What follows belongs to an exercise in optimizing a design on an open flow for small area, a short achievable clock period and few clock cycles; a production flow would make more cautious choices. Only simulation tests tie the RTL to the original design; equivalence was not proved.

==> flow/design.v (outline; a module is shown in full before it is edited, if it fits) <==
// module fisr_mul_cs: 1433 lines
// module fisr_mul_a: 31 lines
// module fisr_mul_b: 75 lines
// module fast_inverse_sqrt_top: 304 lines
module fast_inverse_sqrt_top (
   input  wire         clock,
   input  wire         reset,
   input  wire         req_valid,
   output wire         req_ready,
   input  wire  [31:0] req_value_bits,
   output wire         rsp_valid,
   input  wire         rsp_ready,
   output wire  [31:0] rsp_inv_sqrt_bits
);
  // ...
==> flow/flow/run.sh <==
#!/bin/bash
# The standard layout, with timing repair aimed at a tighter setup slack
# than the 18 ns clock needs, so that the achieved period shrinks. The clock
# period and all constraints are the design's own.
set -euo pipefail
cd "$(dirname "$0")/.."
bash standard.sh SETUP_SLACK_MARGIN=12.3 finish > make_finish.log 2>&1
==> flow/standard.sh <==
#!/bin/bash
# synth_recipe.tcl (not shown) runs the flow's synth.tcl, then flattens the netlist and writes it again
# the make line also repeats each setting of config.mk as NAME=value (left out here)
make -C /OpenROAD-flow-scripts/flow DESIGN_CONFIG=/design/flow/config.mk WORK_HOME=/design/flow/orfs CLKGATE_MAP_FILE= SYNTH_SCRIPT=/design/flow/synth_recipe.tcl "${@:-finish}"
==> flow/config.mk <==
export PLATFORM = sky130hd
export DESIGN_NAME = fast_inverse_sqrt_top
export DESIGN_NICKNAME = fast_inverse_sqrt_top
export VERILOG_FILES = /design/flow/design.v
export SDC_FILE = /design/flow/constraint.sdc
export NUM_CORES = 4
export LEC_CHECK = 0
export CAP_MARGIN = 20
export CORE_MARGIN = 2
export CORE_UTILIZATION = 40
export SLEW_MARGIN = 20
==> flow/constraint.sdc <==
create_clock -name core_clock -period 18.0 [get_ports {clock}]
set_input_delay 3.6000 -clock core_clock [delete_from_list [all_inputs] [get_ports {clock}]]
set_output_delay 3.6000 -clock core_clock [all_outputs]
set_load 0.01 [all_outputs]
==> metrics.csv, run 1 <==
stage,metric,value,unit
status,outcome,"complete, no violations",
synth,Gate Count Post-Synth,11506,
min_path,hold path startpoint,s2_y[10]$_DFFE_PN_,
clock_network,CTS tree,yes,
clock_network,Post-CTS Setup Inserts,53,
cells_and_area,sequential cell area,30100,um^2
worst_setup_path,CP required,18.60,ns
synth,Synth area leader,edfxtp_1,
grt,GRT busiest layer,met2,
synth,Main synth FF type,edfxtp_1,
floorplanning,io pins,70,
grt,total grt overflow,0,
cells_and_area,num sequential,1018,
synth,syn_nets,12793,
worst_setup_path,worst-path cell chain,buf_4 > ha_4 > inv_2 > or3_1 > a21oi_4 > a21oi_4 > buf_4 > nor2_4 > nand2_1 > nor4_1 > nand2_1 > nand4_1 > a2bb2oi_1 > o2111a_1 > and3_1 > or2_4 > o311a_1 > or4_1,
placement,placer congestion estimate,0.9915,
cells_and_area,design area,118700,um^2
detailed_routing,DRC viols,0,
worst_setup_path,slowest CP cell,nor4_1,
worst_setup_path,Startpoint Class,flop,
cells_and_area,layout cells sized above 1,10.37,%
job,max_cap viols,0,
grt,initial antenna violation count,14,
cells_and_area,top cell category,multi-input gates,
cells_and_area,Multi-input comb cells,8582,
cells_and_area,"commonest non-fill, non-tap cell in the layout",inv_1,
cells_and_area,Final Net Count,12536,
cells_and_area,fillers,25635,
cells_and_area,fraction of area in registers,25.37,%
worst_setup_path,crit path max fanout,16,
detailed_routing,Via density,6.121,
detailed_routing,via count,91207,
grt,GR Layer Usage met2,44.92,%
synth,Syn Area/Cell,9.318,um^2
min_path,hold-critical path depth,0,
worst_setup_path,Worst Reg-to-Reg Cells,18,
Testbench counts, summed over its fixed seeds: cycles 24,104.
==> module fisr_mul_a, before the edit <==
module fisr_mul_a (
   input  wire  [35:0] fa,
   input  wire  [35:0] fb,
   output logic [35:0] hi_a,
   output logic [35:0] hi_b,
   output logic        c22,
   output logic        stlo,
   output logic [9:0]  es,
   output logic        sgn,
   output logic        nan,
   output logic        inf,
   output logic        zero
);
   logic [47:0] ra, rb;
   logic [12:0] lo;
   logic [5:0]  tz;
   fisr_mul_cs u_cs (.a({1'b1, fa[22:0]}), .b({1'b1, fb[22:0]}), .ra(ra), .rb(rb));
   always_comb begin
      lo   = {1'b0, ra[11:0]} + {1'b0, rb[11:0]};
      c22  = lo[12];
      tz   = {1'b0, fisr_pkg::tzc24({1'b1, fa[22:0]})} + {1'b0, fisr_pkg::tzc24({1'b1, fb[22:0]})};
      stlo = (tz < 6'd22);
      hi_a = ra[47:12];
      hi_b = rb[47:12];
      es   = {fa[31], fa[31:23]} + {fb[31], fb[31:23]} - 10'd127;
      sgn  = fa[32] ^ fb[32];
      nan  = fa[35] | fb[35] | (fa[34] & fb[33]) | (fb[34] & fa[33]);
      inf  = fa[34] | fb[34];
      zero = fa[33] | fb[33];
   end
endmodule
==> module fisr_mul_b, before the edit <==
module fisr_mul_b (
   input  wire  [35:0] hi_a,
   input  wire  [35:0] hi_b,
   input  wire         c22,
   input  wire         stlo,
   input  wire  [9:0]  es,
   input  wire         sgn,
   input  wire         nan,
   input  wire         inf,
   input  wire         zero,
   output logic [35:0] f
);
   logic [37:0] sx;
   logic [25:0] s;
   logic        n, g, st, guard, lsb, sticky, rnd, carry, zfin, ovf;
   logic [23:0] u, r, mask, mask0, mask1, um0, um1;
   logic [24:0] x, inc, inc0, inc1, th, th0, th1, oh, oh0, oh1;
   logic [9:0]  er, eo, er1, er2;
   logic        ov0, ov0c, ov1, ov1c;
   logic [4:0]  sh, sh0, sh1;
   always_comb begin
      sx = {1'b0, hi_a, 1'b1} + {1'b0, hi_b, c22};
      s  = sx[36:11];
      n  = s[25];
      er1 = es + 10'd1;
      er2 = es + 10'd2;
      ov0  = !es[9] && (es >= 10'd255);
      ov0c = !es[9] && (es >= 10'd254);
      ov1  = !es[9] && (es >= 10'd254);
      ov1c = !es[9] && (es >= 10'd253);
      if (!es[9] && es != 10'd0) sh0 = 5'd0;
      else if ($signed(es) < -10'sd24) sh0 = 5'd25;
      else sh0 = 5'(10'd1 - es);
      if (!er1[9] && er1 != 10'd0) sh1 = 5'd0;
      else if ($signed(er1) < -10'sd24) sh1 = 5'd25;
      else sh1 = 5'(10'd1 - er1);
      for (int i = 0; i < 25; i++) begin
         th0[i] = (i < sh0);
         th1[i] = (i < sh1);
         oh0[i] = (i == sh0);
         oh1[i] = (i == sh1);
      end
      mask0 = th0[23:0];
      mask1 = th1[23:0];
      um0   = s[24:1] | mask0;
      um1   = s[25:2] | mask1;
      inc0  = {1'b0, um0} + 25'd1;
      inc1  = {1'b0, um1} + 25'd1;
      u    = n ? s[25:2] : s[24:1];
      g    = n ? s[1] : s[0];
      st   = stlo | (n & s[0]);
      er   = n ? er1 : es;
      sh   = n ? sh1 : sh0;
      th   = n ? th1 : th0;
      oh   = n ? oh1 : oh0;
      mask = n ? mask1 : mask0;
      inc  = n ? inc1 : inc0;
      x      = {u, g};
      guard  = |(x & oh);
      lsb    = |(u & oh[23:0]);
      sticky = st | (|(x & th));
      rnd    = guard & (sticky | lsb);
      carry  = rnd & inc[24];
      r      = (rnd ? inc[23:0] : u) & ~mask;
      eo     = carry ? (n ? er2 : er1) : er;
      zfin   = !carry && (sh >= 5'd24);
      ovf    = n ? (carry ? ov1c : ov1) : (carry ? ov0c : ov0);
      f[35] = nan;
      f[34] = !nan && (inf || (!zero && ovf));
      f[33] = !nan && !inf && (zero || zfin);
      f[32] = sgn;
      f[31:23] = eo[8:0];
      f[22:0]  = r[22:0];
   end
endmodule
==> module fast_inverse_sqrt_top, before the edit <==
module fast_inverse_sqrt_top (
   input  wire         clock,
   input  wire         reset,
   input  wire         req_valid,
   output wire         req_ready,
   input  wire  [31:0] req_value_bits,
   output wire         rsp_valid,
   input  wire         rsp_ready,
   output wire  [31:0] rsp_inv_sqrt_bits
);
   logic        en;
   logic        o_v, k_v;
   logic [31:0] o_d, k_d;
   logic        s0_v, sa_v, s1_v, s2_v, s3_v, s4_v, s5_v, s6_v, s6b_v, s7_v, s8_v, s9_v;
   logic        rr;
   assign en        = ~k_v;
   assign req_ready = rr;
   assign rsp_valid = o_v;
   assign rsp_inv_sqrt_bits = o_d;
   logic [31:0] s0_x;
   logic [31:0] sa_yr;
   logic [23:0] sa_hm;
   logic [7:0]  sa_xe;
   logic [4:0]  sa_k;
   logic        sa_xs, sa_nan, sa_inf, sa_zero, sa_small, sa_ysel;
   logic [35:0] s1_hx, s1_y;
   logic [35:0] s2_ha, s2_hb;
   logic        s2_c22, s2_stlo, s2_sgn, s2_nan, s2_inf, s2_zero;
   logic [9:0]  s2_es;
   logic [35:0] s2_y;
   logic [35:0] s3_p, s3_y;
   logic [35:0] s4_ha, s4_hb;
   logic        s4_c22, s4_stlo, s4_sgn, s4_nan, s4_inf, s4_zero;
   logic [9:0]  s4_es;
   logic [35:0] s4_y;
   logic [35:0] s5_t, s5_y;
   logic [26:0] s6_a27, s6_bs;
   logic [7:0]  s6_eg;
   logic        s6_sub, s6_sgn, s6_nan, s6_inf;
   logic [35:0] s6_y;
   logic [27:0] s6b_sum;
   logic [7:0]  s6b_eg;
   logic        s6b_sgn, s6b_nan, s6b_inf;
   logic [35:0] s6b_y;
   logic [35:0] s7_d, s7_y;
   logic [35:0] s8_ha, s8_hb;
   logic        s8_c22, s8_stlo, s8_sgn, s8_nan, s8_inf, s8_zero;
   logic [9:0]  s8_es;
   logic [35:0] s9_r;
   logic [7:0]  xe;
   logic [22:0] xf;
   logic        a_small, a_ysel;
   logic [23:0] a_q2, a_hm, a_nin;
   logic [31:0] a_yr;
   always_comb begin
      xe = s0_x[30:23];
      xf = s0_x[22:0];
      a_small = (xe[7:1] == 7'd0);
      a_q2 = {2'b0, xe[0], xf[22:1]} + {23'b0, xf[0] & xf[1]};
      a_hm = a_small ? a_q2 : {1'b1, xf};
      a_yr = fisr_pkg::RSQRT_MAGIC - {s0_x[31], s0_x[31:1]};
      a_ysel = s0_x[31] && !a_small;
      a_nin  = a_ysel ? {1'b0, a_yr[22:0]} : a_q2;
   end
   logic        y_sub;
   logic [23:0] nout;
   logic [35:0] hx1, y1;
   always_comb begin
      nout  = (sa_ysel ? {1'b0, sa_yr[22:0]} : sa_hm) << sa_k;
      y_sub = (sa_yr[30:23] == 8'h00) && (sa_yr[22:0] != '0);
      hx1[35] = (sa_xe == 8'hFF) && sa_nan;
      hx1[34] = (sa_xe == 8'hFF) && !sa_nan;
      hx1[33] = sa_zero || (sa_small && (sa_hm == '0));
      hx1[32] = sa_xs;
      if (sa_small) begin
         hx1[31:23] = 9'd1 - {4'b0, sa_k};
         hx1[22:0]  = nout[22:0];
      end else begin
         hx1[31:23] = {1'b0, sa_xe} - 9'd1;
         hx1[22:0]  = sa_hm[22:0];
      end
      y1[35] = (sa_yr[30:23] == 8'hFF) && (sa_yr[22:0] != '0);
      y1[34] = (sa_yr[30:23] == 8'hFF) && (sa_yr[22:0] == '0);
      y1[33] = (sa_yr[30:0] == '0);
      y1[32] = sa_yr[31];
      if (y_sub) begin
         y1[31:23] = 9'd1 - {4'b0, sa_k};
         y1[22:0]  = nout[22:0];
      end else begin
         y1[31:23] = {1'b0, sa_yr[30:23]};
         y1[22:0]  = sa_yr[22:0];
      end
   end
   logic [35:0] m2_ha, m2_hb;
   logic        m2_c22, m2_stlo, m2_sgn, m2_nan, m2_inf, m2_zero;
   logic [9:0]  m2_es;
   logic [35:0] p3;
   fisr_mul_a u_pa (.fa(s1_hx), .fb(s1_y), .hi_a(m2_ha), .hi_b(m2_hb), .c22(m2_c22),
                    .stlo(m2_stlo), .es(m2_es), .sgn(m2_sgn), .nan(m2_nan), .inf(m2_inf),
                    .zero(m2_zero));
   fisr_mul_b u_pb (.hi_a(s2_ha), .hi_b(s2_hb), .c22(s2_c22), .stlo(s2_stlo), .es(s2_es),
                    .sgn(s2_sgn), .nan(s2_nan), .inf(s2_inf), .zero(s2_zero), .f(p3));
   logic [35:0] m4_ha, m4_hb;
   logic        m4_c22, m4_stlo, m4_sgn, m4_nan, m4_inf, m4_zero;
   logic [9:0]  m4_es;
   logic [35:0] t5;
   fisr_mul_a u_ta (.fa(s3_p), .fb(s3_y), .hi_a(m4_ha), .hi_b(m4_hb), .c22(m4_c22),
                    .stlo(m4_stlo), .es(m4_es), .sgn(m4_sgn), .nan(m4_nan), .inf(m4_inf),
                    .zero(m4_zero));
   fisr_mul_b u_tb (.hi_a(s4_ha), .hi_b(s4_hb), .c22(s4_c22), .stlo(s4_stlo), .es(s4_es),
                    .sgn(s4_sgn), .nan(s4_nan), .inf(s4_inf), .zero(s4_zero), .f(t5));
   logic [8:0]  te;
   logic        t_big, t_sub, t_far;
   logic [4:0]  dt, dc;
   logic [26:0] tsh, csh, tmask, cmask, a27, bs;
   logic [27:0] sum6;
   logic [7:0]  eg6;
   logic        sgn6;
   always_comb begin
      te    = s5_t[31:23];
      t_big = !s5_t[33] && !te[8] && ((te > 9'd127) || ((te == 9'd127) && (s5_t[22:0] > 23'h400000)));
      t_sub = ~s5_t[32];
      dt    = ~te[4:0];
      t_far = te[8] || (te < 9'd101);
      tsh   = {1'b1, s5_t[22:0], 3'b0} >> dt;
      tmask = (27'd1 << dt) - 27'd1;
      dc    = te[4:0] + 5'd1;
      csh   = {2'b11, 25'b0} >> dc;
      cmask = (27'd1 << dc) - 27'd1;
      if (t_big) begin
         eg6 = te[7:0];
         a27 = {1'b1, s5_t[22:0], 3'b0};
         if (te >= 9'd154) bs = 27'd1;
         else bs = csh | {26'b0, ({2'b11, 25'b0} & cmask) != '0};
      end else begin
         eg6 = 8'd127;
         a27 = {2'b11, 25'b0};
         if (s5_t[33]) bs = '0;
         else if (t_far) bs = 27'd1;
         else bs = tsh | {26'b0, ({1'b1, s5_t[22:0], 3'b0} & tmask) != '0};
      end
      sgn6 = s5_t[34] ? t_sub : (t_big & t_sub);
   end
   assign sum6 = s6_sub ? ({1'b0, s6_a27} - {1'b0, s6_bs}) : ({1'b0, s6_a27} + {1'b0, s6_bs});
   logic [26:0] f27, nn27;
   logic [9:0]  fbe, nbe, e7;
   logic [4:0]  lz7;
   logic        near7, g7, st7;
   logic [24:0] mr;
   logic [35:0] d7;
   always_comb begin
      if (s6b_sum[27]) begin
         f27 = {s6b_sum[27:2], s6b_sum[1] | s6b_sum[0]};
         fbe = {2'b0, s6b_eg} + 10'd1;
      end else if (s6b_sum[26]) begin
         f27 = s6b_sum[26:0];
         fbe = {2'b0, s6b_eg};
      end else begin
         f27 = {s6b_sum[25:0], 1'b0};
         fbe = {2'b0, s6b_eg} - 10'd1;
      end
      g7  = f27[2];
      st7 = f27[1] | f27[0];
      mr  = {1'b0, f27[26:3]} + {24'b0, g7 & (st7 | f27[3])};
      near7 = (s6b_sum[27:25] == 3'b000);
      lz7  = fisr_pkg::lzc24(s6b_sum[26:3]);
      nn27 = s6b_sum[26:0] << lz7;
      nbe  = {2'b0, s6b_eg} - {5'b0, lz7};
      if (near7) e7 = nbe;
      else e7 = fbe + {9'b0, mr[24]};
      d7[35] = s6b_nan;
      d7[34] = !s6b_nan && (s6b_inf || (!e7[9] && e7 >= 10'd255));
      d7[33] = !s6b_nan && !s6b_inf && (s6b_sum == '0);
      d7[32] = s6b_inf ? s6b_sgn : (s6b_sgn && (s6b_sum != '0));
      d7[31:23] = e7[8:0];
      d7[22:0]  = near7 ? nn27[25:3] : mr[22:0];
   end
   logic [35:0] m8_ha, m8_hb;
   logic        m8_c22, m8_stlo, m8_sgn, m8_nan, m8_inf, m8_zero;
   logic [9:0]  m8_es;
   logic [35:0] r9;
   fisr_mul_a u_ra (.fa(s7_y), .fb(s7_d), .hi_a(m8_ha), .hi_b(m8_hb), .c22(m8_c22),
                    .stlo(m8_stlo), .es(m8_es), .sgn(m8_sgn), .nan(m8_nan), .inf(m8_inf),
                    .zero(m8_zero));
   fisr_mul_b u_rb (.hi_a(s8_ha), .hi_b(s8_hb), .c22(s8_c22), .stlo(s8_stlo), .es(s8_es),
                    .sgn(s8_sgn), .nan(s8_nan), .inf(s8_inf), .zero(s8_zero), .f(r9));
   logic [23:0] rfrac;
   logic [31:0] rw;
   always_comb begin
      rfrac = {1'b1, s9_r[22:0]} >> (5'd1 - s9_r[27:23]);
      if (s9_r[35]) rw = fisr_pkg::CANON_NAN;
      else if (s9_r[34]) rw = {s9_r[32], 8'hFF, 23'b0};
      else if (s9_r[33]) rw = {s9_r[32], 31'b0};
      else if (s9_r[31] || s9_r[31:23] == 9'd0) rw = {s9_r[32], 8'h00, rfrac[22:0]};
      else rw = {s9_r[32], s9_r[30:0]};
   end
   logic push;
   assign push = en & s9_v;
   always_ff @(posedge clock) begin
      if (reset) begin
         s0_v <= 1'b0;
         sa_v <= 1'b0;
         s1_v <= 1'b0;
         s2_v <= 1'b0;
         s3_v <= 1'b0;
         s4_v <= 1'b0;
         s5_v <= 1'b0;
         s6_v <= 1'b0;
         s6b_v <= 1'b0;
         s7_v <= 1'b0;
         s8_v <= 1'b0;
         s9_v <= 1'b0;
         o_v  <= 1'b0;
         k_v  <= 1'b0;
         rr   <= 1'b1;
      end else begin
         if (en) begin
            s0_v <= req_valid;
            sa_v <= s0_v;
            s1_v <= sa_v;
            s2_v <= s1_v;
            s3_v <= s2_v;
            s4_v <= s3_v;
            s5_v <= s4_v;
            s6_v <= s5_v;
            s6b_v <= s6_v;
            s7_v <= s6b_v;
            s8_v <= s7_v;
            s9_v <= s8_v;
         end
         o_v <= (o_v & ~rsp_ready) | k_v | push;
         k_v <= (k_v | push) & o_v & ~rsp_ready;
         rr  <= ~((k_v | push) & o_v & ~rsp_ready);
      end
   end
   always_ff @(posedge clock) begin
      if (!o_v || rsp_ready) o_d <= k_v ? k_d : rw;
      if (en) begin
         k_d      <= rw;
         s0_x     <= req_value_bits;
         sa_yr    <= a_yr;
         sa_hm    <= a_hm;
         sa_xe    <= xe;
         sa_k     <= fisr_pkg::lzc24(a_nin);
         sa_xs    <= s0_x[31];
         sa_nan   <= (xf != '0);
         sa_zero  <= (xe == 8'h00) && (xf == '0);
         sa_small <= a_small;
         sa_ysel  <= a_ysel;
         s1_hx    <= hx1;
         s1_y     <= y1;
         s2_ha    <= m2_ha;
         s2_hb    <= m2_hb;
         s2_c22   <= m2_c22;
         s2_stlo  <= m2_stlo;
         s2_es    <= m2_es;
         s2_sgn   <= m2_sgn;
         s2_nan   <= m2_nan;
         s2_inf   <= m2_inf;
         s2_zero  <= m2_zero;
         s2_y     <= s1_y;
         s3_p     <= p3;
         s3_y     <= s2_y;
         s4_ha    <= m4_ha;
         s4_hb    <= m4_hb;
         s4_c22   <= m4_c22;
         s4_stlo  <= m4_stlo;
         s4_es    <= m4_es;
         s4_sgn   <= m4_sgn;
         s4_nan   <= m4_nan;
         s4_inf   <= m4_inf;
         s4_zero  <= m4_zero;
         s4_y     <= s3_y;
         s5_t     <= t5;
         s5_y     <= s4_y;
         s6_a27   <= a27;
         s6_bs    <= bs;
         s6_sub   <= t_sub;
         s6_eg    <= eg6;
         s6_sgn   <= sgn6;
         s6_nan   <= s5_t[35];
         s6_inf   <= s5_t[34];
         s6_y     <= s5_y;
         s7_d     <= d7;
         s6b_sum  <= sum6;
         s6b_eg   <= s6_eg;
         s6b_sgn  <= s6_sgn;
         s6b_nan  <= s6_nan;
         s6b_inf  <= s6_inf;
         s6b_y    <= s6_y;
         s7_y     <= s6b_y;
         s8_ha    <= m8_ha;
         s8_hb    <= m8_hb;
         s8_c22   <= m8_c22;
         s8_stlo  <= m8_stlo;
         s8_es    <= m8_es;
         s8_sgn   <= m8_sgn;
         s8_nan   <= m8_nan;
         s8_inf   <= m8_inf;
         s8_zero  <= m8_zero;
         s9_r     <= r9;
      end
   end
endmodule
==> run 2: changes to the inputs <==
--- a/flow/design.v
+++ b/flow/design.v
@@ -1477,12 +1477,15 @@
    output logic        c22,
    output logic        stlo,
    output logic [9:0]  es,
+   output logic [4:0]  sh0,
+   output logic [4:0]  sh1,
    output logic        sgn,
    output logic        nan,
    output logic        inf,
    output logic        zero
 );
    logic [47:0] ra, rb;
+   logic [9:0]  er1;
    logic [12:0] lo;
    logic [5:0]  tz;
    fisr_mul_cs u_cs (.a({1'b1, fa[22:0]}), .b({1'b1, fb[22:0]}), .ra(ra), .rb(rb));
@@ -1494,6 +1497,13 @@
       hi_a = ra[47:12];
       hi_b = rb[47:12];
       es   = {fa[31], fa[31:23]} + {fb[31], fb[31:23]} - 10'd127;
+      er1  = es + 10'd1;
+      if (!es[9] && es != 10'd0) sh0 = 5'd0;
+      else if ($signed(es) < -10'sd24) sh0 = 5'd25;
+      else sh0 = 5'(10'd1 - es);
+      if (!er1[9] && er1 != 10'd0) sh1 = 5'd0;
+      else if ($signed(er1) < -10'sd24) sh1 = 5'd25;
+      else sh1 = 5'(10'd1 - er1);
       sgn  = fa[32] ^ fb[32];
       nan  = fa[35] | fb[35] | (fa[34] & fb[33]) | (fb[34] & fa[33]);
       inf  = fa[34] | fb[34];
@@ -1506,6 +1516,8 @@
    input  wire         c22,
    input  wire         stlo,
    input  wire  [9:0]  es,
+   input  wire  [4:0]  sh0,
+   input  wire  [4:0]  sh1,
    input  wire         sgn,
    input  wire         nan,
    input  wire         inf,
@@ -1519,7 +1531,7 @@
    logic [24:0] x, inc, inc0, inc1, th, th0, th1, oh, oh0, oh1;
    logic [9:0]  er, eo, er1, er2;
    logic        ov0, ov0c, ov1, ov1c;
-   logic [4:0]  sh, sh0, sh1;
+   logic [4:0]  sh;
    always_comb begin
       sx = {1'b0, hi_a, 1'b1} + {1'b0, hi_b, c22};
       s  = sx[36:11];
@@ -1530,12 +1542,6 @@
       ov0c = !es[9] && (es >= 10'd254);
       ov1  = !es[9] && (es >= 10'd254);
       ov1c = !es[9] && (es >= 10'd253);
-      if (!es[9] && es != 10'd0) sh0 = 5'd0;
-      else if ($signed(es) < -10'sd24) sh0 = 5'd25;
-      else sh0 = 5'(10'd1 - es);
-      if (!er1[9] && er1 != 10'd0) sh1 = 5'd0;
-      else if ($signed(er1) < -10'sd24) sh1 = 5'd25;
-      else sh1 = 5'(10'd1 - er1);
       for (int i = 0; i < 25; i++) begin
          th0[i] = (i < sh0);
          th1[i] = (i < sh1);
@@ -1604,11 +1610,13 @@
    logic [35:0] s2_ha, s2_hb;
    logic        s2_c22, s2_stlo, s2_sgn, s2_nan, s2_inf, s2_zero;
    logic [9:0]  s2_es;
+   logic [4:0]  s2_sh0, s2_sh1;
    logic [35:0] s2_y;
    logic [35:0] s3_p, s3_y;
    logic [35:0] s4_ha, s4_hb;
    logic        s4_c22, s4_stlo, s4_sgn, s4_nan, s4_inf, s4_zero;
    logic [9:0]  s4_es;
+   logic [4:0]  s4_sh0, s4_sh1;
    logic [35:0] s4_y;
    logic [35:0] s5_t, s5_y;
    logic [26:0] s6_a27, s6_bs;
@@ -1623,6 +1631,7 @@
    logic [35:0] s8_ha, s8_hb;
    logic        s8_c22, s8_stlo, s8_sgn, s8_nan, s8_inf, s8_zero;
    logic [9:0]  s8_es;
+   logic [4:0]  s8_sh0, s8_sh1;
    logic [35:0] s9_r;
    logic [7:0]  xe;
    logic [22:0] xf;
@@ -1671,21 +1680,23 @@
    logic [35:0] m2_ha, m2_hb;
    logic        m2_c22, m2_stlo, m2_sgn, m2_nan, m2_inf, m2_zero;
    logic [9:0]  m2_es;
+   logic [4:0]  m2_sh0, m2_sh1;
    logic [35:0] p3;
    fisr_mul_a u_pa (.fa(s1_hx), .fb(s1_y), .hi_a(m2_ha), .hi_b(m2_hb), .c22(m2_c22),
-                    .stlo(m2_stlo), .es(m2_es), .sgn(m2_sgn), .nan(m2_nan), .inf(m2_inf),
+                    .stlo(m2_stlo), .es(m2_es), .sh0(m2_sh0), .sh1(m2_sh1), .sgn(m2_sgn), .nan(m2_nan), .inf(m2_inf),
                     .zero(m2_zero));
    fisr_mul_b u_pb (.hi_a(s2_ha), .hi_b(s2_hb), .c22(s2_c22), .stlo(s2_stlo), .es(s2_es),
-                    .sgn(s2_sgn), .nan(s2_nan), .inf(s2_inf), .zero(s2_zero), .f(p3));
+                    .sh0(s2_sh0), .sh1(s2_sh1), .sgn(s2_sgn), .nan(s2_nan), .inf(s2_inf), .zero(s2_zero), .f(p3));
    logic [35:0] m4_ha, m4_hb;
    logic        m4_c22, m4_stlo, m4_sgn, m4_nan, m4_inf, m4_zero;
    logic [9:0]  m4_es;
+   logic [4:0]  m4_sh0, m4_sh1;
    logic [35:0] t5;
    fisr_mul_a u_ta (.fa(s3_p), .fb(s3_y), .hi_a(m4_ha), .hi_b(m4_hb), .c22(m4_c22),
-                    .stlo(m4_stlo), .es(m4_es), .sgn(m4_sgn), .nan(m4_nan), .inf(m4_inf),
+                    .stlo(m4_stlo), .es(m4_es), .sh0(m4_sh0), .sh1(m4_sh1), .sgn(m4_sgn), .nan(m4_nan), .inf(m4_inf),
                     .zero(m4_zero));
    fisr_mul_b u_tb (.hi_a(s4_ha), .hi_b(s4_hb), .c22(s4_c22), .stlo(s4_stlo), .es(s4_es),
-                    .sgn(s4_sgn), .nan(s4_nan), .inf(s4_inf), .zero(s4_zero), .f(t5));
+                    .sh0(s4_sh0), .sh1(s4_sh1), .sgn(s4_sgn), .nan(s4_nan), .inf(s4_inf), .zero(s4_zero), .f(t5));
    logic [8:0]  te;
    logic        t_big, t_sub, t_far;
    logic [4:0]  dt, dc;
@@ -1755,12 +1766,13 @@
    logic [35:0] m8_ha, m8_hb;
    logic        m8_c22, m8_stlo, m8_sgn, m8_nan, m8_inf, m8_zero;
    logic [9:0]  m8_es;
+   logic [4:0]  m8_sh0, m8_sh1;
    logic [35:0] r9;
    fisr_mul_a u_ra (.fa(s7_y), .fb(s7_d), .hi_a(m8_ha), .hi_b(m8_hb), .c22(m8_c22),
-                    .stlo(m8_stlo), .es(m8_es), .sgn(m8_sgn), .nan(m8_nan), .inf(m8_inf),
+                    .stlo(m8_stlo), .es(m8_es), .sh0(m8_sh0), .sh1(m8_sh1), .sgn(m8_sgn), .nan(m8_nan), .inf(m8_inf),
                     .zero(m8_zero));
    fisr_mul_b u_rb (.hi_a(s8_ha), .hi_b(s8_hb), .c22(s8_c22), .stlo(s8_stlo), .es(s8_es),
-                    .sgn(s8_sgn), .nan(s8_nan), .inf(s8_inf), .zero(s8_zero), .f(r9));
+                    .sh0(s8_sh0), .sh1(s8_sh1), .sgn(s8_sgn), .nan(s8_nan), .inf(s8_inf), .zero(s8_zero), .f(r9));
    logic [23:0] rfrac;
    logic [31:0] rw;
    always_comb begin
@@ -1831,6 +1843,8 @@
          s2_c22   <= m2_c22;
          s2_stlo  <= m2_stlo;
          s2_es    <= m2_es;
+         s2_sh0  <= m2_sh0;
+         s2_sh1  <= m2_sh1;
          s2_sgn   <= m2_sgn;
          s2_nan   <= m2_nan;
          s2_inf   <= m2_inf;
@@ -1843,6 +1857,8 @@
          s4_c22   <= m4_c22;
          s4_stlo  <= m4_stlo;
          s4_es    <= m4_es;
+         s4_sh0  <= m4_sh0;
+         s4_sh1  <= m4_sh1;
          s4_sgn   <= m4_sgn;
          s4_nan   <= m4_nan;
          s4_inf   <= m4_inf;
@@ -1871,6 +1887,8 @@
          s8_c22   <= m8_c22;
          s8_stlo  <= m8_stlo;
          s8_es    <= m8_es;
+         s8_sh0  <= m8_sh0;
+         s8_sh1  <= m8_sh1;
          s8_sgn   <= m8_sgn;
          s8_nan   <= m8_nan;
          s8_inf   <= m8_inf;
--- a/flow/flow/run.sh
+++ b/flow/flow/run.sh
@@ -4,4 +4,4 @@
 # period and all constraints are the design's own.
 set -euo pipefail
 cd "$(dirname "$0")/.."
-bash standard.sh SETUP_SLACK_MARGIN=12.3 finish > make_finish.log 2>&1
+bash standard.sh SETUP_SLACK_MARGIN=12.5 finish > make_finish.log 2>&1
==> metrics.csv, run 2 <==
stage,metric,value,unit,change
timing,measured slew at the worst slew-check pin,1.260,ns,
status,outcome,"complete, no violations",,
detailed_routing,Via density,6.012,,-1.8%
cells_and_area,area of the multi-input gates,67850,um^2,
worst_setup_path,worst-path cell chain,ha_1 > nor2b_1 > inv_2 > xnor2_1 > fa_1 > fa_1 > fa_1 > fa_1 > fa_1 > inv_1,,
job,max_cap viols,0,,unchanged
detailed_routing,DRC viols,0,,unchanged
floorplanning,Starting Density,40.13,%,
synth,Gate Count Post-Synth,11078,,-3.7%
timing,final setup TNS,0,ns,
timing,setup violators final,0,,
clock_network,hold buffers post-CTS,0,,
worst_setup_path,crit path max fanout,24,,+8
worst_setup_path,Worst Path Buf+Inv,2,,
worst_setup_path,slowest CP cell,edfxtp_1,,
synth,number of synthesized flops with an enable pin,1001,,
floorplanning,Die Wd,516.2,um,
cells_and_area,layout cells sized above 1,8.152,%,-2.2 points
min_path,Hold WC Path Type,reg -> reg,,
timing,Max Clk Rate,185.3,MHz,
synth,Yosys cell types,117,,
floorplanning,Total Die Area,266500,um^2,
clock_network,Longest Clk Path Bufs,3,,
cells_and_area,sequential cell area,31000,um^2,+3.0%
synth,Yosys Warn Count,3,,
clock_network,Sink Count,1048,,
detailed_routing,DR pass1 iterations,7,,
cells_and_area,most frequent cells in the layout,"edfxtp_1, inv_1, a22oi_1",,
synth,"Async S/R FF share, synth",0,%,
synth,Mapped Area,105000,um^2,
synth,Main synth FF type,edfxtp_1,,
clock_network,H-Tree Depth,3,,
synth,synth top area cells,"edfxtp_1, fa_1, ha_1",,
synth,top-count cell post-synth,edfxtp_1,,
grt,GRT busiest layer,met2,,
clock_network,number of buffers created by CTS,118,,
cells_and_area,Final Net Count,12063,,-3.8%
floorplanning,placeable core area,261600,um^2,
detailed_routing,antenna-violating nets left,0,,
grt,GR Layer Usage met2,42.14,%,-2.8 points
synth,Syn Area/Cell,9.474,um^2,+1.7%
placement,placer congestion estimate,0.9822,,-0.94%
synth,syn_nets,12371,,-3.3%
placement,Post-DP HPWL,243.6,mm,
worst_setup_path,CP required,18.53,ns,-0.07 ns
clock_network,Clock Pin Slew Worst Setup and Hold Paths,0.06,ns,
synth,Synth area leader,edfxtp_1,,
timing,RSZ-0062 raised after global routing,yes,,
cells_and_area,fillers,25189,,-1.7%
detailed_routing,DR WL/cell,24.01,um,
worst_setup_path,Arrival @ worst endpoint,5.93,ns,
clock_network,CTS Root Cell,clkbuf_16,,
worst_setup_path,Critical Path End Type,flop,,
synth,register area share after synthesis,29.54,%,
timing,slew margin rel.,15.99,%,
grt,total grt overflow,0,,unchanged
grt,first-pass GRT wire length,527.1,mm,
worst_setup_path,Setup CP Type,reg -> reg,,
detailed_routing,total routed wirelength,345.4,mm,
timing,minimum clock period after layout,5.396,ns,
grt,Total GRT Usage,25.23,%,
clock_network,CTS tree,yes,,
synth,synthesized flop and latch total,1048,,
grt,GR met3 Demand/Resource,4.124,%,
worst_setup_path,Startpoint Class,flop,,
floorplanning,io pins,70,,unchanged
detailed_routing,Detailed Route Iter0 Violations,9192,,
detailed_routing,via count,86495,,-5.2%
worst_setup_path,Crit path top cell by count,fa_1,,
timing,worst hold slack,0.3819,ns,
timing,fin. max-slew vios,0,,
grt,met1 Use GR,31.90,%,
worst_setup_path,Top Family by Delay on Critical Path,adder cells,,
timing,Layout Skew,0.09363,ns,
cells_and_area,synth-to-layout area growth,9.224,%,
floorplanning,site row count,188,,
floorplanning,die height,516.2,um,
synth,Post-synth top cells,"edfxtp_1, inv_1, a22oi_1, fa_1, nand2_1",,
synth,share of the synthesized area in the top cell type,28.64,%,
grt,number of global-route vias before repair,86776,,
placement,number of port buffers,69,,
grt,initial antenna violation count,9,,-5
grt,largest net degree at the start of global routing,183,,
clock_network,Worst-Skew Late Latency,0.82,ns,
worst_setup_path,Max stage delay on crit path,0.68,ns,
timing,Fin. Hold Viols,0,,
cells_and_area,"commonest non-fill, non-tap cell in the layout",edfxtp_1,,
timing,Final Cycle Share,29.98,%,
## run 2: changes by cell type in the layout (fill, tap and decap cells not counted), moves of 28 or more
cell and change:
o211ai_1 -31, nand3_1 -29, o21ai_1 -36, a211oi_1 -30
nand2_1 -85, o21ai_0 +62, edfxtp_1 +30, nor2b_1 +28
nor2_1 -53, buf_4 -97
## run 2: cell type report
cell class              count  share of cell area, %
repair buffers            408                  3.159
multi-input cells        8176                  59.19
diodes                      3               0.006548
clock buffers             131                  2.618
repair inverters            1               0.004366
clock inverters            88                 0.8011
well taps                3515                  3.836
inverters                1017                  3.344
flip-flops and latches   1048                  27.04
## run 2: worst paths after layout
| path | slack (ns) | endpoint | cells after the start | startpoint |
|---|---|---|---|---|
| worst max register to register | 12.60 | s2_hb[15]$_DFFE_PN_ | 10 | s1_y[9]$_DFFE_PN_ |
| worst min-delay path | 0.38 | s6b_y[10]$_DFFE_PN_ | 0 | s6_y[10]$_DFFE_PN_ |
| worst max-delay path | 12.60 | s2_hb[15]$_DFFE_PN_ | 10 | s1_y[9]$_DFFE_PN_ |
| worst min register to register | 0.38 | s6b_y[10]$_DFFE_PN_ | 0 | s6_y[10]$_DFFE_PN_ |
## run 2: timing repair
item	CTS	global route
buffers inserted	26	42
setup endpoints to repair	345	355
gates resized for setup	94	89
gates cloned	7	4
pin swaps	15	29
## run 2: worst register-to-register path, cell delays in order, from the launching register on
cell and delay [ns]:
edfxtp_1 0.68, ha_1 0.37, nor2b_1 0.57, inv_2 0.53
xnor2_1 0.38, fa_1 0.50, fa_1 0.43, fa_1 0.52
fa_1 0.44, fa_1 0.62, inv_1 0.06
## run 2: metrics by stage
| stage | area (um^2) | setup WS, ns | instances | util, % |
|---|---|---|---|---|
| after floorplan | 105000 | 2.526 | 11078 | - |
| after global placement | 109000 | 11.46 | 14085 | 41.68 |
| after detailed placement | 109100 | 11.28 | 14086 | 41.69 |
| after CTS | 113800 | 12.50 | 14338 | 43.50 |
| after global routing | 114600 | 12.41 | 14385 | 43.83 |
| final | 114600 | 12.60 | 14387 | 43.83 |
## run 2: cell families (layout without fill, tap and decap cells)
kind of cell	count (synthesis)	count (layout)	share of synthesized area, %
multiplexers	310	311	3.420
other	0	3	0
XOR/XNOR	1193	1193	9.955
flip-flops	1048	1048	29.54
AO/OA/AOI/OAI	2817	2817	17.97
buffers and inverters	1857	1645	6.702
AND/OR/NAND/NOR	2593	2595	11.87
adder cells (fa/ha/maj)	1260	1260	20.54
## run 2: routing by layer
| metal | part of all wire [%] | vias to the layer above |
|---|---|---|
| li1 | - | 38654 |
| met3 | 7.7 | 934 |
| met5 | 0.0038 | - |
| met1 | 40 | 42599 |
| met4 | 5.0 | 2 |
| met2 | 48 | 4306 |
Testbench counts of run 2, summed over its fixed seeds: cycles 24,104.
==> run 3: changes to the inputs <==
--- a/flow/flow/run.sh
+++ b/flow/flow/run.sh
@@ -4,4 +4,4 @@
 # period and all constraints are the design's own.
 set -euo pipefail
 cd "$(dirname "$0")/.."
-bash standard.sh SETUP_SLACK_MARGIN=12.5 finish > make_finish.log 2>&1
+bash standard.sh SETUP_SLACK_MARGIN=13 finish > make_finish.log 2>&1
==> metrics.csv, run 3 <==
stage,metric,value,unit,change
detailed_routing,DRC viols,0,,unchanged
floorplanning,die height,516.2,um,unchanged
clock_network,Sink Count,1048,,unchanged
worst_setup_path,slowest CP cell,or4_4,,
synth,number of synthesized flops with an enable pin,1001,,unchanged
worst_setup_path,Setup CP Type,reg -> reg,,
grt,Total GRT Usage,25.40,%,+0.17 points
cells_and_area,most frequent cells in the layout,"edfxtp_1, inv_1, a22oi_1",,
placement,placer congestion estimate,0.9509,,-3.2%
job,max_cap viols,0,,unchanged
synth,Mapped Area,105000,um^2,unchanged
synth,Post-synth top cells,"edfxtp_1, inv_1, a22oi_1, fa_1, nand2_1",,
cells_and_area,"commonest non-fill, non-tap cell in the layout",edfxtp_1,,
synth,syn_nets,12371,,unchanged
detailed_routing,metal3 WL,27.70,mm,+4.1%
detailed_routing,met2 routed WL,165.6,mm,+0.42%
timing,Max Clk Rate,198.0,MHz,+6.9%
timing,minimum clock period after layout,5.049,ns,-0.3464 ns
worst_setup_path,CP required,18.51,ns,-0.02 ns
worst_setup_path,Arrival @ worst endpoint,5.56,ns,-0.37 ns
floorplanning,Total Die Area,266500,um^2,unchanged
detailed_routing,WL met1,138.0,mm,+0.94%
cells_and_area,area of the multi-input gates,69430,um^2,+2.3%
grt,first-pass GRT wire length,529.6,mm,+0.46%
worst_setup_path,Max stage delay on crit path,0.54,ns,-0.14 ns
min_path,Hold WC Path Type,reg -> reg,,
synth,share of the synthesized area in the top cell type,28.64,%,unchanged
detailed_routing,DR pass1 iterations,8,,+1
placement,Post-DP HPWL,242.4,mm,-0.48%
placement,placed inst area,109100,um^2,about the same
cells_and_area,fillers,24832,,-1.4%
floorplanning,site row count,188,,unchanged
detailed_routing,via count,87844,,+1.6%
worst_setup_path,Top Family by Delay on Critical Path,simple AND/OR/NAND/NOR gates,,
grt,total grt overflow,0,,unchanged
synth,Main synth FF type,edfxtp_1,,
detailed_routing,Detailed Route Iter0 Violations,9342,,+1.6%
detailed_routing,antenna-violating nets left,0,,unchanged
timing,Layout Skew,0.06965,ns,-0.02398 ns
timing,measured slew at the worst slew-check pin,1.096,ns,-0.1637 ns
floorplanning,placeable core area,261600,um^2,unchanged
synth,Yosys cell types,117,,unchanged
synth,top-count cell post-synth,edfxtp_1,,
synth,synthesized flop and latch total,1048,,unchanged
worst_setup_path,Startpoint Class,flop,,
synth,Yosys Warn Count,3,,unchanged
min_path,hold-critical path depth,0,,unchanged
synth,register area share after synthesis,29.54,%,unchanged
worst_setup_path,Levels on crit path,20,,+10
synth,Syn Area/Cell,9.474,um^2,unchanged
timing,setup violators final,0,,unchanged
placement,number of port buffers,69,,unchanged
timing,fin. max-slew vios,0,,unchanged
detailed_routing,Highest Signal Layer,met5,,
timing,Fin. Hold Viols,0,,unchanged
grt,initial antenna violation count,12,,+3
worst_setup_path,Worst Reg-to-Reg Cells,20,,+10
clock_network,CTS Root Cell,clkbuf_16,,
worst_setup_path,Critical Path End Type,flop,,
timing,RSZ-0062 raised after global routing,yes,,
grt,largest net degree at the start of global routing,161,,-12%
detailed_routing,DR WL/cell,24.09,um,+0.33%
cells_and_area,Final Net Count,12186,,+1.0%
synth,Gate Count Post-Synth,11078,,unchanged
clock_network,Longest Clk Path Bufs,3,,unchanged
timing,worst hold slack,0.3933,ns,+0.01137 ns
worst_setup_path,Worst Path Buf+Inv,3,,+1
cells_and_area,synth-to-layout area growth,11.79,%,
floorplanning,Starting Density,40.13,%,unchanged
synth,"Async S/R FF share, synth",0,%,unchanged
synth,synth top area cells,"edfxtp_1, fa_1, ha_1",,
timing,final setup TNS,0,ns,unchanged
detailed_routing,total routed wirelength,349.5,mm,+1.2%
clock_network,CTS tree,yes,,
worst_setup_path,worst-path cell chain,ha_4 > or3_1 > or3_1 > o21a_4 > o21a_4 > a31oi_4 > buf_6 > mux2_8 > buf_16 > buf_8 > nor3_4 > a31oi_4 > ha_4 > nand3b_4 > or4_4 > nor4_4 > nand3_4 > maj3_2 > nand2b_4 > xnor2_1,,
floorplanning,io pins,70,,unchanged
cells_and_area,layout cells sized above 1,11.25,%,+3.1 points
clock_network,Worst-Skew Late Latency,0.79,ns,-0.03 ns
cells_and_area,design area,117300,um^2,+2.4%
timing,slew margin rel.,26.38,%,+10 points
status,outcome,"complete, no violations",,
timing,Final Cycle Share,28.05,%,-1.9 points
cells_and_area,sequential cell area,31000,um^2,about the same
detailed_routing,Via density,6.055,,+0.71%
clock_network,number of buffers created by CTS,117,,-0.85%
clock_network,H-Tree Depth,3,,unchanged
clock_network,Clock Pin Slew Worst Setup and Hold Paths,0.06,ns,about the same
floorplanning,Die Wd,516.2,um,unchanged
synth,Synth area leader,edfxtp_1,,
worst_setup_path,crit path max fanout,6,,-75%
grt,number of global-route vias before repair,87353,,+0.66%
[run 3: cell counts after synthesis]
Identical to the previous run, type by type.
[run 3: final timing paths]
check,from,to,slack [ns]
setup / recovery,s4_hb[4]$_DFFE_PN_,s5_t[26]$_DFFE_PN_,12.95
hold / removal,s6_y[11]$_DFFE_PN_,s6b_y[11]$_DFFE_PN_,0.39
setup reg to reg,s4_hb[4]$_DFFE_PN_,s5_t[26]$_DFFE_PN_,12.95
hold reg to reg,s6_y[11]$_DFFE_PN_,s6b_y[11]$_DFFE_PN_,0.39
[run 3: timing repair]
item / in CTS / in global routing
pin swaps: 70 / 102
endpoints found under the setup margin: 284 / 236
cloned: 15 / 6
setup buffers: 102 / 77
resized for setup: 401 / 245
hold buffers: 0 / 0
[run 3: final cells by class]
type | instances | share of cell area, %
inverters | 1017 | 3.272
repair buffers | 531 | 4.010
multi-input cells | 8178 | 59.17
flip-flops and latches | 1048 | 26.42
clock inverters | 79 | 0.7240
clock buffers | 137 | 2.649
diodes | 3 | 0.006398
well taps | 3515 | 3.748
[run 3: cells by family after synthesis]
group | share of synthesized area (%)
AOI/OAI and AO/OA | 17.97
and+or+nand+nor | 11.87
buffers and inverters | 6.702
adders and majority gates | 20.54
xor gates and xnor gates | 9.955
DFF | 29.54
muxes | 3.420
[run 3: layer usage]
metal,global-route usage [%],vias up
met5,0,-
met4,11.74,6
met3,3.797,1139
met2,42.37,4615
met1,32.39,43236
li1,-,38848
[run 3: through the flow]
stage / instances / utilization, % / setup slack [ns]
2_1_floorplan: 11078 / - / 2.526
3_3_place_gp: 14088 / 41.69 / 11.58
3_5_place_dp: 14089 / 41.69 / 11.50
4_1_cts: 14422 / 44.14 / 12.91
5_1_grt: 14506 / 44.86 / 12.84
6_report: 14508 / 44.86 / 12.95
==> run 4: changes to the inputs <==
--- a/flow/design.v
+++ b/flow/design.v
@@ -1472,8 +1472,8 @@
 module fisr_mul_a (
    input  wire  [35:0] fa,
    input  wire  [35:0] fb,
-   output logic [35:0] hi_a,
-   output logic [35:0] hi_b,
+   output logic [29:0] hi_a,
+   output logic [29:0] hi_b,
    output logic        c22,
    output logic        stlo,
    output logic [9:0]  es,
@@ -1486,16 +1486,16 @@
 );
    logic [47:0] ra, rb;
    logic [9:0]  er1;
-   logic [12:0] lo;
+   logic [18:0] lo;
    logic [5:0]  tz;
    fisr_mul_cs u_cs (.a({1'b1, fa[22:0]}), .b({1'b1, fb[22:0]}), .ra(ra), .rb(rb));
    always_comb begin
-      lo   = {1'b0, ra[11:0]} + {1'b0, rb[11:0]};
-      c22  = lo[12];
+      lo   = {1'b0, ra[17:0]} + {1'b0, rb[17:0]};
+      c22  = lo[18];
       tz   = {1'b0, fisr_pkg::tzc24({1'b1, fa[22:0]})} + {1'b0, fisr_pkg::tzc24({1'b1, fb[22:0]})};
       stlo = (tz < 6'd22);
-      hi_a = ra[47:12];
-      hi_b = rb[47:12];
+      hi_a = ra[47:18];
+      hi_b = rb[47:18];
       es   = {fa[31], fa[31:23]} + {fb[31], fb[31:23]} - 10'd127;
       er1  = es + 10'd1;
       if (!es[9] && es != 10'd0) sh0 = 5'd0;
@@ -1511,8 +1511,8 @@
    end
 endmodule
 module fisr_mul_b (
-   input  wire  [35:0] hi_a,
-   input  wire  [35:0] hi_b,
+   input  wire  [29:0] hi_a,
+   input  wire  [29:0] hi_b,
    input  wire         c22,
    input  wire         stlo,
    input  wire  [9:0]  es,
@@ -1524,7 +1524,7 @@
    input  wire         zero,
    output logic [35:0] f
 );
-   logic [37:0] sx;
+   logic [31:0] sx;
    logic [25:0] s;
    logic        n, g, st, guard, lsb, sticky, rnd, carry, zfin, ovf;
    logic [23:0] u, r, mask, mask0, mask1, um0, um1;
@@ -1534,7 +1534,7 @@
    logic [4:0]  sh;
    always_comb begin
       sx = {1'b0, hi_a, 1'b1} + {1'b0, hi_b, c22};
-      s  = sx[36:11];
+      s  = sx[30:5];
       n  = s[25];
       er1 = es + 10'd1;
       er2 = es + 10'd2;
@@ -1607,13 +1607,13 @@
    logic [4:0]  sa_k;
    logic        sa_xs, sa_nan, sa_inf, sa_zero, sa_small, sa_ysel;
    logic [35:0] s1_hx, s1_y;
-   logic [35:0] s2_ha, s2_hb;
+   logic [29:0] s2_ha, s2_hb;
    logic        s2_c22, s2_stlo, s2_sgn, s2_nan, s2_inf, s2_zero;
    logic [9:0]  s2_es;
    logic [4:0]  s2_sh0, s2_sh1;
    logic [35:0] s2_y;
    logic [35:0] s3_p, s3_y;
-   logic [35:0] s4_ha, s4_hb;
+   logic [29:0] s4_ha, s4_hb;
    logic        s4_c22, s4_stlo, s4_sgn, s4_nan, s4_inf, s4_zero;
    logic [9:0]  s4_es;
    logic [4:0]  s4_sh0, s4_sh1;
@@ -1628,7 +1628,7 @@
    logic        s6b_sgn, s6b_nan, s6b_inf;
    logic [35:0] s6b_y;
    logic [35:0] s7_d, s7_y;
-   logic [35:0] s8_ha, s8_hb;
+   logic [29:0] s8_ha, s8_hb;
    logic        s8_c22, s8_stlo, s8_sgn, s8_nan, s8_inf, s8_zero;
    logic [9:0]  s8_es;
    logic [4:0]  s8_sh0, s8_sh1;
@@ -1677,7 +1677,7 @@
          y1[22:0]  = sa_yr[22:0];
       end
    end
-   logic [35:0] m2_ha, m2_hb;
+   logic [29:0] m2_ha, m2_hb;
    logic        m2_c22, m2_stlo, m2_sgn, m2_nan, m2_inf, m2_zero;
    logic [9:0]  m2_es;
    logic [4:0]  m2_sh0, m2_sh1;
@@ -1687,7 +1687,7 @@
                     .zero(m2_zero));
    fisr_mul_b u_pb (.hi_a(s2_ha), .hi_b(s2_hb), .c22(s2_c22), .stlo(s2_stlo), .es(s2_es),
                     .sh0(s2_sh0), .sh1(s2_sh1), .sgn(s2_sgn), .nan(s2_nan), .inf(s2_inf), .zero(s2_zero), .f(p3));
-   logic [35:0] m4_ha, m4_hb;
+   logic [29:0] m4_ha, m4_hb;
    logic        m4_c22, m4_stlo, m4_sgn, m4_nan, m4_inf, m4_zero;
    logic [9:0]  m4_es;
    logic [4:0]  m4_sh0, m4_sh1;
@@ -1763,7 +1763,7 @@
       d7[31:23] = e7[8:0];
       d7[22:0]  = near7 ? nn27[25:3] : mr[22:0];
    end
-   logic [35:0] m8_ha, m8_hb;
+   logic [29:0] m8_ha, m8_hb;
    logic        m8_c22, m8_stlo, m8_sgn, m8_nan, m8_inf, m8_zero;
    logic [9:0]  m8_es;
    logic [4:0]  m8_sh0, m8_sh1;
==> metrics.csv, run 4 <==
stage,metric,value,unit,change
floorplanning,io pins,70,,unchanged
timing,Fin. Hold Viols,0,,unchanged
clock_network,Sink Count,1012,,-3.4%
job,max_cap viols,0,,unchanged
detailed_routing,DRC viols,0,,unchanged
floorplanning,placeable core area,259900,um^2,-0.62%
worst_setup_path,Levels on crit path,1,,-95%
grt,first-pass GRT wire length,566.8,mm,+7.0%
cells_and_area,most frequent cells in the layout,"inv_1, edfxtp_1, nand2_1",,
floorplanning,die height,515.8,um,about the same
worst_setup_path,Worst Path Buf+Inv,1,,-2
grt,largest net degree at the start of global routing,85,,-47%
clock_network,number of buffers created by CTS,114,,-2.6%
synth,Post-synth top cells,"inv_1, edfxtp_1, nand2_1, fa_1, a22oi_1",,
grt,number of global-route vias before repair,89970,,+3.0%
floorplanning,Starting Density,40.31,%,+0.18 points
synth,Yosys cell types,123,,+5.1%
worst_setup_path,Max stage delay on crit path,0.55,ns,about the same
worst_setup_path,Top Family by Delay on Critical Path,flip-flops,,
synth,top-count cell post-synth,inv_1,,
timing,RSZ-0062 raised after global routing,yes,,
placement,Post-DP HPWL,261.7,mm,+7.9%
cells_and_area,synth-to-layout area growth,12.80,%,
worst_setup_path,slowest CP cell,edfxtp_1,,
grt,total grt overflow,0,,unchanged
synth,number of synthesized flops with an enable pin,965,,-3.6%
worst_setup_path,crit path max fanout,1,,-5
detailed_routing,via count,90554,,+3.1%
synth,Syn Area/Cell,9.322,um^2,-1.6%
detailed_routing,antenna-violating nets left,0,,unchanged
worst_setup_path,CP required,14.40,ns,-4.11 ns
timing,Max Clk Rate,194.5,MHz,-1.8%
synth,synth top area cells,"edfxtp_1, fa_1, ha_1",,
synth,Gate Count Post-Synth,11240,,+1.5%
synth,Main synth FF type,edfxtp_1,,
synth,Mapped Area,104800,um^2,-0.18%
cells_and_area,fillers,24564,,-1.1%
timing,fin. max-slew vios,0,,unchanged
min_path,Hold WC Path Type,reg -> reg,,
cells_and_area,"commonest non-fill, non-tap cell in the layout",inv_1,,
cells_and_area,layout cells sized above 1,11.93,%,+0.68 points
clock_network,Clock Pin Slew Worst Setup and Hold Paths,0.06,ns,about the same
synth,"Async S/R FF share, synth",0,%,unchanged
synth,Synth area leader,edfxtp_1,,
cells_and_area,final cell count without fillers,14716,,+1.4%
floorplanning,Die Wd,515.8,um,about the same
cells_and_area,design area,118200,um^2,+0.72%
synth,Yosys Warn Count,3,,unchanged
synth,register area share after synthesis,28.56,%,-0.98 points
worst_setup_path,Setup CP Type,reg -> out,,
worst_setup_path,Arrival @ worst endpoint,1.54,ns,-4.02 ns
floorplanning,site row count,187,,-0.53%
min_path,hold-critical path depth,0,,unchanged
worst_setup_path,Critical Path End Type,primary output,,
detailed_routing,Detailed Route Iter0 Violations,9669,,+3.5%
status,outcome,"complete, no violations",,
grt,Total GRT Usage,27.74,%,+2.3 points
worst_setup_path,Worst Reg-to-Reg Cells,16,,-20%
placement,placed inst area,109000,um^2,about the same
clock_network,Worst-Skew Late Latency,0.85,ns,+0.06 ns
timing,Final Cycle Share,28.56,%,+0.51 points
timing,slew margin rel.,23.95,%,-2.4 points
cells_and_area,Final Net Count,12415,,+1.9%
floorplanning,Total Die Area,266000,um^2,-0.17%
synth,syn_nets,12533,,+1.3%
timing,setup violators final,0,,unchanged
worst_setup_path,Startpoint Class,flop,,
placement,number of port buffers,69,,unchanged
timing,Layout Skew,0.1199,ns,+0.05028 ns
clock_network,CTS Root Cell,clkbuf_16,,
clock_network,Longest Clk Path Bufs,3,,unchanged
detailed_routing,DR pass1 iterations,9,,+1
detailed_routing,Via density,6.153,,+1.6%
synth,synthesized flop and latch total,1012,,-3.4%
cells_and_area,sequential cell area,29920,um^2,-3.5%
detailed_routing,DR WL/cell,25.88,um,+7.4%
placement,Placed Cells,14212,,+0.87%
synth,share of the synthesized area in the top cell type,27.66,%,-0.98 points
clock_network,H-Tree Depth,3,,unchanged
timing,measured slew at the worst slew-check pin,1.131,ns,+0.03462 ns
detailed_routing,total routed wirelength,380.8,mm,+9.0%
cells_and_area,area of the multi-input gates,70300,um^2,+1.3%
placement,placer congestion estimate,0.9748,,+2.5%
worst_setup_path,worst-path cell chain,buf_2,,
clock_network,CTS tree,yes,,
timing,final setup TNS,0,ns,unchanged
timing,minimum clock period after layout,5.140,ns,+0.09120 ns
grt,initial antenna violation count,9,,-3
run 4: cell types whose count changed in the layout (fill, tap and decap cells not counted), moves of 15 or more:
cell      before  now
nand2_1      759  871
nor2_1       600  622
a22oi_1      778  743
edfxtp_1    1001  965
buf_4        398  455
ha_4          27   42
o21ai_1       42   22
a31oi_1       73   90
nand2b_1     100   69
buf_6         27   44
run 4: final cells by class:
cell class	instances	area share, %
multi-input combinational	8341	59.49
sequential	1012	25.32
timing repair buffer	627	4.919
tap	3496	3.701
inverter	1026	3.323
clock buffer	134	2.503
clock inverter	76	0.7390
antenna	4	0.008470
run 4: layer usage:
layer  up-vias  global-route usage, %  wire length, um
li1      39662                      -                -
met1     44731                  34.56           147000
met2      4918                  45.41           176800
met3      1241                  5.527            33620
met4         2                  14.39            23320
met5         -                      0               14
run 4: final timing paths:
check        slack (ns)          startpoint               endpoint
max               12.86   o_d[31]$_DFFE_PN_  rsp_inv_sqrt_bits[31]
min                0.40  s6_y[13]$_DFFE_PN_    s6b_y[13]$_DFFE_PN_
max reg2reg       12.87  s4_ha[0]$_DFFE_PN_     s5_t[27]$_DFFE_PN_
min reg2reg        0.40  s6_y[13]$_DFFE_PN_    s6b_y[13]$_DFFE_PN_
run 4: logic make-up after synthesis:
group	share of synthesized area (%)
DFF	28.56
and+or+nand+nor	12.32
xor gates and xnor gates	9.889
adders and majority gates	20.57
buffers and inverters	6.918
AOI/OAI and AO/OA	18.60
muxes	3.148
run 4: repair_timing:
action | in CTS | in global routing
pin swaps | 76 | 123
gates resized for setup | 429 | 255
hold buffers | 0 | 0
buffers inserted | 123 | 135
endpoints found under the setup margin | 351 | 319
gates cloned | 20 | 12
run 4: per-stage QoR:
stage / hold WS, ns / utilization, % / worst slack [ns]
2_1_floorplan: 0.4003 / - / 3.069
3_3_place_gp: 0.4004 / 41.93 / 11.58
3_5_place_dp: 0.4045 / 41.93 / 11.47
4_1_cts: 0.4101 / 44.50 / 12.85
5_1_grt: 0.4164 / 45.46 / 12.70
6_report: 0.4026 / 45.46 / 12.86
Testbench counts of run 4, summed over its fixed seeds: cycles 24,104.
==> run 5: changes to the inputs <==
--- a/flow/flow/run.sh
+++ b/flow/flow/run.sh
@@ -4,4 +4,4 @@
 # period and all constraints are the design's own.
 set -euo pipefail
 cd "$(dirname "$0")/.."
-bash standard.sh SETUP_SLACK_MARGIN=13 finish > make_finish.log 2>&1
+bash standard.sh SETUP_SLACK_MARGIN=13.2 finish > make_finish.log 2>&1
--- a/flow/config.mk
+++ b/flow/config.mk
@@ -8,4 +8,6 @@
 export CAP_MARGIN = 20
 export CORE_MARGIN = 2
 export CORE_UTILIZATION = 40
+export CTS_CLUSTER_DIAMETER = 100
+export CTS_CLUSTER_SIZE = 30
 export SLEW_MARGIN = 20
==> metrics.csv, run 5 <==
stage,metric,value,unit,change
synth,Yosys cell types,123,,unchanged
detailed_routing,DRC viols,0,,unchanged
placement,placer congestion estimate,0.9727,,-0.22%
synth,Yosys Warn Count,3,,unchanged
worst_setup_path,Worst Path Buf+Inv,1,,unchanged
synth,synthesized flop and latch total,1012,,unchanged
timing,final setup TNS,0,ns,unchanged
min_path,Hold WC Path Type,reg -> reg,,
worst_setup_path,Arrival @ worst endpoint,1.48,ns,-0.06 ns
worst_setup_path,Critical Path End Type,primary output,,
job,max_cap viols,0,,unchanged
grt,Total GRT Usage,28.01,%,+0.27 points
synth,Syn Area/Cell,9.322,um^2,unchanged
timing,measured slew at the worst slew-check pin,1.321,ns,+0.1903 ns
detailed_routing,via count,90600,,+0.051%
grt,largest net degree at the start of global routing,82,,-3.5%
floorplanning,io pins,70,,unchanged
clock_network,number of buffers created by CTS,53,,-54%
cells_and_area,layout cells sized above 1,12.90,%,+0.97 points
grt,first-pass GRT wire length,573.5,mm,+1.2%
grt,number of global-route vias before repair,90104,,+0.15%
clock_network,Worst-Skew Late Latency,0.78,ns,-0.07 ns
synth,Post-synth top cells,"inv_1, edfxtp_1, nand2_1, fa_1, a22oi_1",,
timing,setup violators final,0,,unchanged
detailed_routing,DR WL/cell,26.22,um,+1.3%
floorplanning,Starting Density,40.31,%,unchanged
detailed_routing,total routed wirelength,384.8,mm,+1.0%
synth,register area share after synthesis,28.56,%,unchanged
cells_and_area,synth-to-layout area growth,12.69,%,about the same
timing,fin. max-slew vios,0,,unchanged
timing,RSZ-0062 raised after global routing,yes,,
detailed_routing,Detailed Route Iter0 Violations,9641,,-0.29%
detailed_routing,antenna-violating nets left,0,,unchanged
floorplanning,Die Wd,515.8,um,unchanged
timing,Final Cycle Share,28.25,%,-0.31 points
floorplanning,die height,515.8,um,unchanged
cells_and_area,"commonest non-fill, non-tap cell in the layout",inv_1,,
placement,number of port buffers,69,,unchanged
synth,Gate Count Post-Synth,11240,,unchanged
floorplanning,Total Die Area,266000,um^2,unchanged
synth,"Async S/R FF share, synth",0,%,unchanged
synth,syn_nets,12533,,unchanged
synth,synth top area cells,"edfxtp_1, fa_1, ha_1",,
cells_and_area,Final Net Count,12429,,+0.11%
cells_and_area,most frequent cells in the layout,"inv_1, edfxtp_1, nand2_1",,
grt,initial antenna violation count,9,,unchanged
placement,Post-DP HPWL,265.0,mm,+1.3%
synth,Synth area leader,edfxtp_1,,
worst_setup_path,Setup CP Type,reg -> out,,
worst_setup_path,Max stage delay on crit path,0.55,ns,about the same
clock_network,CTS Root Cell,clkbuf_16,,
clock_network,Sink Count,1012,,unchanged
detailed_routing,Via density,6.175,,+0.35%
worst_setup_path,Startpoint Class,flop,,
timing,minimum clock period after layout,5.085,ns,-0.05580 ns
worst_setup_path,crit path max fanout,1,,unchanged
status,outcome,"complete, no violations",,
timing,Max Clk Rate,196.7,MHz,+1.1%
floorplanning,site row count,187,,unchanged
clock_network,Clock Pin Slew Worst Setup and Hold Paths,0.12,ns,+0.06 ns
timing,slew margin rel.,11.16,%,-13 points
synth,Main synth FF type,edfxtp_1,,
synth,top-count cell post-synth,inv_1,,
timing,worst hold slack,0.3766,ns,-0.02607 ns
detailed_routing,DR pass1 iterations,7,,-2
synth,Mapped Area,104800,um^2,unchanged
grt,total grt overflow,0,,unchanged
synth,number of synthesized flops with an enable pin,965,,unchanged
worst_setup_path,Top Family by Delay on Critical Path,flip-flops,,
synth,share of the synthesized area in the top cell type,27.66,%,unchanged
cells_and_area,fillers,24598,,+0.14%
clock_network,CTS tree,yes,,
clock_network,Longest Clk Path Bufs,3,,unchanged
worst_setup_path,CP required,14.40,ns,about the same
timing,Layout Skew,0.08587,ns,-0.03406 ns
timing,Fin. Hold Viols,0,,unchanged
worst_setup_path,worst-path cell chain,buf_6,,
clock_network,H-Tree Depth,2,,-1
worst_setup_path,slowest CP cell,edfxtp_1,,
floorplanning,placeable core area,259900,um^2,unchanged
-- run 5: routing by layer --
metal / global-route usage, % / vias up / routed length, um / share of wire, %
met3: 5.501 / 1131 / 34730 / 9.0
li1: - / 39589 / - / -
met4: 13.19 / 4 / 20750 / 5.4
met1: 35.51 / 44938 / 149800 / 39
met2: 45.80 / 4938 / 179400 / 47
met5: 0 / - / 27 / 0.0070
-- run 5: layout make-up --
class	count	area [um^2]	share of cell area (%)
clock inverters	33	561.8	0.4758
clock buffers	61	1388	1.175
repair inverters	1	5.005	0.004239
repair buffers	701	6809	5.767
flip-flops and latches	1012	29920	25.34
inverters	1026	3934	3.332
diodes	1	2.502	0.002119
well taps	3496	4374	3.705
multi-input cells	8341	71080	60.20
-- run 5: final timing paths --
path	startpoint	endpoint	slack, ns	cells after the start
worst max register to register	s4_ha[0]$_DFFE_PN_	s5_t[29]$_DFFE_PN_	12.94	17
worst min-delay path	s4_y[21]$_DFFE_PN_	s5_y[21]$_DFFE_PN_	0.38	0
worst max-delay path	o_d[26]$_DFFE_PN_	rsp_inv_sqrt_bits[26]	12.92	1
worst min register to register	s4_y[21]$_DFFE_PN_	s5_y[21]$_DFFE_PN_	0.38	0
-- run 5: kinds of logic after synthesis --
family,Yosys count,synth area share [%]
AOI/OAI and AO/OA,2894,18.60
xor gates and xnor gates,1183,9.889
adders and majority gates,1259,20.57
buffers and inverters,1894,6.918
DFF,1012,28.56
muxes,283,3.148
and+or+nand+nor,2715,12.32
-- run 5: timing repair --
action | CTS | global route
hold buffers | 0 | 0
setup buffers | 205 | 122
endpoints found under the setup margin | 271 | 178
endpoints found under the hold margin | 0 | 0
pin swaps | 150 | 183
resized for setup | 629 | 274
cloned | 31 | 7
-- run 5: worst register-to-register path, cell delays in order, from the launching register on --
cell and delay, ns:
edfxtp_1 0.43, ha_4 0.29, a211o_1 0.18, a21boi_4 0.09
buf_6 0.13, o2111ai_4 0.38, nand4_1 0.24, a211oi_4 0.47
buf_12 0.19, nor2_4 0.03, a32o_2 0.26, or3b_4 0.40
or3_4 0.36, nor3_4 0.27, nand4_4 0.14, or3_4 0.40
mux2_4 0.31, a311o_1 0.32
-- run 5: per-stage QoR --
| step | util [%] | cell area, um^2 | worst slack [ns] | std cells |
|---|---|---|---|---|
| after global routing | 45.42 | 118100 | 12.82 | 14672 |
| final | 45.42 | 118100 | 12.92 | 14672 |
| after floorplan | - | 105300 | 3.069 | 11240 |
| after global placement | 41.96 | 109100 | 11.66 | 14212 |
| after detailed placement | 41.97 | 109100 | 11.55 | 14212 |
| after CTS | 44.51 | 115700 | 12.89 | 14542 |

==> what the ideal ports hide <==
Ports are ideal in the flow. The routed layouts listed here were re-timed in OpenROAD.
Step 1: set_driving_cell puts a clkbuf_16 on clock and a buf_2 on each other input, an assumption about the parent block.
Step 2 times the ports against the registers' clock, not the clock port: input delays grow and output delays shrink by t, the midpoint of the rising clock arrivals with the driver on.
a / b / c = no drivers / after step 1 / after step 2; a / b = the first two.
run	t, ns	setup slack, ns	hold slack, ns	worst setup path after step 2
run 1	0.942	12.332 / 12.332 / 12.332	0.409 / 0.409 / 0.409	register to register
run 2	0.866	12.604 / 12.604 / 12.604	0.382 / 0.382 / 0.382	register to register
run 3	0.862	12.951 / 12.951 / 12.951	0.393 / 0.393 / 0.393	register to register
run 4	0.898	12.860 / 12.755 / 12.870	0.403 / 0.403 / 0.403	register to register
run 5	0.832	12.915 / 12.818 / 12.806	0.377 / 0.377 / 0.377	input to register
After both steps every run listed still meets setup and hold. The setup slack of run 5, which loses most, moves by -0.097 ns with the drivers and by -0.109 ns with both steps.
